From an optimization exercise on the open Yosys and OpenROAD flow, aimed at small area, a short achievable clock period and few clock cycles per item; shortcuts taken in it are not production practice.

==> module rau_back, before the edit <==
module rau_back (
    input  logic         i_clk,
    input  logic         i_rst_n,
    input  logic         i_ready,     
    output logic         o_take,
    input  logic [62:0]  i_u,
    input  logic [61:0]  i_v,
    input  logic         i_neg,
    input  logic         i_bad,
    input  logic         i_zero,
    input  logic         i_pop,
    output logic         o_empty,
    output logic [63:0]  o_res_num,
    output logic [62:0]  o_res_den,
    output logic         o_valid_res
);
    logic        r_run;
    logic        r_fin;       
    logic        r_done;
    logic        r_cq;        
    logic [2:0]  r_csh;       
    logic        r_cadd;      
    logic        r_cpq;       
    logic        r_ok;
    logic [62:0] r_a;
    logic [62:0] r_b;
    logic [63:0] r_p0;
    logic [61:0] r_p1;
    logic [63:0] r_q0;
    logic [61:0] r_q1;
    logic        free;
    logic        ea;
    logic        eb;
    logic        m_c;
    logic        m_a;
    logic        m_b;
    logic        m_s;
    logic [63:0] dab;
    logic        ge;
    logic        eq;
    logic        lowz;
    logic [63:0] xin;
    logic [63:0] sx;
    logic [2:0]  sh;
    logic [62:0] a_nx;
    logic [62:0] b_nx;
    logic [63:0] s0;
    logic [61:0] s1;
    logic [63:0] pq0;
    logic [61:0] pq1;
    logic [63:0] t0;
    logic [61:0] t1;
    assign free   = !r_run && !r_fin && (!r_done || i_pop);
    assign o_take = free && i_ready;
    assign ea  = !r_a[0];
    assign eb  = !r_b[0];
    assign m_c = ea && eb;
    assign m_a = ea && !eb;
    assign m_b = !ea && eb;
    assign m_s = !ea && !eb;
    rau_add #(.W(64)) u_dab (.i_a({1'b0, r_a}), .i_b({1'b1, ~r_b}), .i_c(1'b1), .o_s(dab));
    rau_add #(.W(64)) u_s0  (.i_a(r_p0), .i_b(r_q0), .i_c(1'b0), .o_s(pq0));
    rau_add #(.W(62)) u_s1  (.i_a(r_p1), .i_b(r_q1), .i_c(1'b0), .o_s(pq1));
    assign ge  = !dab[63];
    assign eq  = (r_a == r_b);
    always_comb begin
        logic [7:1] xl;
        if (m_s)      xl = r_a[7:1] ^ r_b[7:1];
        else if (m_b) xl = r_b[7:1];
        else          xl = r_a[7:1];
        lowz = m_s && (xl == '0);
        if (m_c || xl[1]) sh = 3'd1;
        else if (xl[2])   sh = 3'd2;
        else if (xl[3])   sh = 3'd3;
        else if (xl[4])   sh = 3'd4;
        else if (xl[5])   sh = 3'd5;
        else if (xl[6])   sh = 3'd6;
        else if (xl[7])   sh = 3'd7;
        else if (lowz)    sh = 3'd0;
        else              sh = 3'd7;
    end
    always_comb begin
        if (m_s)      xin = dab;
        else if (m_b) xin = {1'b0, r_b};
        else          xin = {1'b0, r_a};
        sx = $signed(xin) >>> sh;
        if (!(m_s && !ge)) a_nx = sx[62:0];
        else if (lowz)     a_nx = r_b;
        else               a_nx = ~sx[62:0] | 63'd1;
        if (m_c)                      b_nx = r_b >> 1;
        else if (m_b || (m_s && !ge)) b_nx = r_a;
        else                          b_nx = r_b;
    end
    always_comb begin
        s0 = (r_cq ? r_q0 : r_p0) << r_csh;
        s1 = (r_cq ? r_q1 : r_p1) << r_csh;
        if (r_cadd) begin
            t0 = pq0;
            t1 = pq1;
        end else if (r_cpq) begin
            t0 = r_p0;
            t1 = r_p1;
        end else begin
            t0 = r_q0;
            t1 = r_q1;
        end
    end
    always_ff @(posedge i_clk) begin
        r_cq   <= r_run && (m_b || (m_s && !ge));
        r_csh  <= (r_run && !m_c) ? sh : 3'd0;
        r_cadd <= r_run && m_s && !(lowz && !ge);
        r_cpq  <= r_run && (m_b || (m_s && lowz && !ge));
    end
    always_ff @(posedge i_clk) begin
        if (!i_rst_n) begin
            r_run  <= 1'b0;
            r_fin  <= 1'b0;
            r_done <= 1'b0;
        end else if (o_take) begin
            r_run  <= !(i_bad || i_zero);
            r_done <= i_bad || i_zero;
        end else if (r_run) begin
            if (m_s && eq) begin
                r_run <= 1'b0;
                r_fin <= 1'b1;
            end
        end else if (r_fin) begin
            r_fin  <= 1'b0;
            r_done <= 1'b1;
        end else if (i_pop) begin
            r_done <= 1'b0;
        end
    end
    always_ff @(posedge i_clk) begin
        if (o_take) begin
            r_a <= i_u;
            r_b <= {1'b0, i_v};
        end else begin
            r_a <= a_nx;
            r_b <= b_nx;
        end
    end
    always_ff @(posedge i_clk) begin
        if (o_take) begin
            r_ok <= !i_bad;
            r_p0 <= i_neg ? {64{1'b1}} : 64'd1;
            r_p1 <= '0;
            r_q0 <= '0;
            r_q1 <= 62'd1;
        end else begin
            r_p0 <= s0;
            r_p1 <= s1;
            r_q0 <= t0;
            r_q1 <= t1;
        end
    end
    assign o_empty     = !r_done;
    assign o_res_num   = r_q0;
    assign o_res_den   = {1'b0, r_q1};
    assign o_valid_res = r_ok;
endmodule
export LEC_CHECK = 0
export CAP_MARGIN = 20
export CORE_MARGIN = 2
export CORE_UTILIZATION = 40
export SETUP_SLACK_MARGIN = 5
export SLEW_MARGIN = 20
create_clock -name core_clock -period 10.5 [get_ports {i_clk}]
run.sh (not shown) runs the stock make flow with config.mk's settings and CLKGATE_MAP_FILE= SYNTH_SCRIPT=/design/flow/synth_recipe.tcl, a recipe that flattens the netlist after the stock synthesis.
Change:
--- a/flow/design.v
+++ b/flow/design.v
@@ -231,10 +231,5 @@
 );
     logic        r_run;
-    logic        r_fin;       
     logic        r_done;
-    logic        r_cq;        
-    logic [2:0]  r_csh;       
-    logic        r_cadd;      
-    logic        r_cpq;       
     logic        r_ok;
     logic [62:0] r_a;
@@ -266,5 +261,5 @@
     logic [63:0] t0;
     logic [61:0] t1;
-    assign free   = !r_run && !r_fin && (!r_done || i_pop);
+    assign free   = !r_run && (!r_done || i_pop);
     assign o_take = free && i_ready;
     assign ea  = !r_a[0];
@@ -308,10 +303,14 @@
     end
     always_comb begin
-        s0 = (r_cq ? r_q0 : r_p0) << r_csh;
-        s1 = (r_cq ? r_q1 : r_p1) << r_csh;
-        if (r_cadd) begin
+        logic       sel_q;
+        logic [2:0] shp;
+        sel_q = m_b || (m_s && !ge);
+        shp   = m_c ? 3'd0 : sh;
+        s0 = sel_q ? (r_q0 << shp) : (r_p0 << shp);
+        s1 = sel_q ? (r_q1 << shp) : (r_p1 << shp);
+        if (m_s && !(lowz && !ge)) begin
             t0 = pq0;
             t1 = pq1;
-        end else if (r_cpq) begin
+        end else if (m_s || m_b) begin
             t0 = r_p0;
             t1 = r_p1;
@@ -322,13 +321,6 @@
     end
     always_ff @(posedge i_clk) begin
-        r_cq   <= r_run && (m_b || (m_s && !ge));
-        r_csh  <= (r_run && !m_c) ? sh : 3'd0;
-        r_cadd <= r_run && m_s && !(lowz && !ge);
-        r_cpq  <= r_run && (m_b || (m_s && lowz && !ge));
-    end
-    always_ff @(posedge i_clk) begin
         if (!i_rst_n) begin
             r_run  <= 1'b0;
-            r_fin  <= 1'b0;
             r_done <= 1'b0;
         end else if (o_take) begin
@@ -337,10 +329,7 @@
         end else if (r_run) begin
             if (m_s && eq) begin
-                r_run <= 1'b0;
-                r_fin <= 1'b1;
+                r_run  <= 1'b0;
+                r_done <= 1'b1;
             end
-        end else if (r_fin) begin
-            r_fin  <= 1'b0;
-            r_done <= 1'b1;
         end else if (i_pop) begin
             r_done <= 1'b0;
@@ -349,9 +338,13 @@
     always_ff @(posedge i_clk) begin
         if (o_take) begin
-            r_a <= i_u;
-            r_b <= {1'b0, i_v};
+            r_a  <= i_u;
+            r_b  <= {1'b0, i_v};
+            r_p0 <= i_neg ? {64{1'b1}} : 64'd1;
+            r_p1 <= '0;
         end else begin
-            r_a <= a_nx;
-            r_b <= b_nx;
+            r_a  <= a_nx;
+            r_b  <= b_nx;
+            r_p0 <= s0;
+            r_p1 <= s1;
         end
     end
@@ -359,11 +352,7 @@
         if (o_take) begin
             r_ok <= !i_bad;
-            r_p0 <= i_neg ? {64{1'b1}} : 64'd1;
-            r_p1 <= '0;
             r_q0 <= '0;
             r_q1 <= 62'd1;
-        end else begin
-            r_p0 <= s0;
-            r_p1 <= s1;
+        end else if (r_run) begin
             r_q0 <= t0;
             r_q1 <= t1;
Result: Global-route usage goes up by 1.7 points; cell area goes up by 1.6%; flip-flop and latch count shrinks by 7; cell count rose by 8.5%; via count is higher by about 8%; utilization increases by 0.33 points; setup slack got worse by 100 ps; clock skew climbs by 41 ps; critical path depth climbs by 12; wire length goes up by about 9%; die area climbs by about 0.4%.
No functional check of the RTL was part of any run of this note.

## what the ideal ports hide
How much do the figures lean on ideal ports? The routed layouts below were timed once more, with nothing changed but the port constraints.
Step 1 sets driving cells, clkbuf_16 on the clock port and buf_2 on the other inputs (assumed; they add their load-dependent delay and slew).
Step 2, shift: input delay + t, output delay - t, t = (earliest + latest rising clock arrival at the registers) / 2. This alone moves slack from input paths to output paths.
Slacks: ideal ports / drivers / drivers and shift; pairs: ideal ports / drivers.
run	t, ns	setup WS [ns]	latest minus earliest clock arrival (ns)
the first run	0.760	5.205 / 5.222 / 4.485	0.045 / 0.045
the second run	0.794	5.103 / 5.103 / 4.669	0.084 / 0.085
After both steps every run listed still meets setup and hold. For the first run, which loses most, drivers alone change the setup slack by +0.017 ns; drivers and shift together by -0.720 ns.
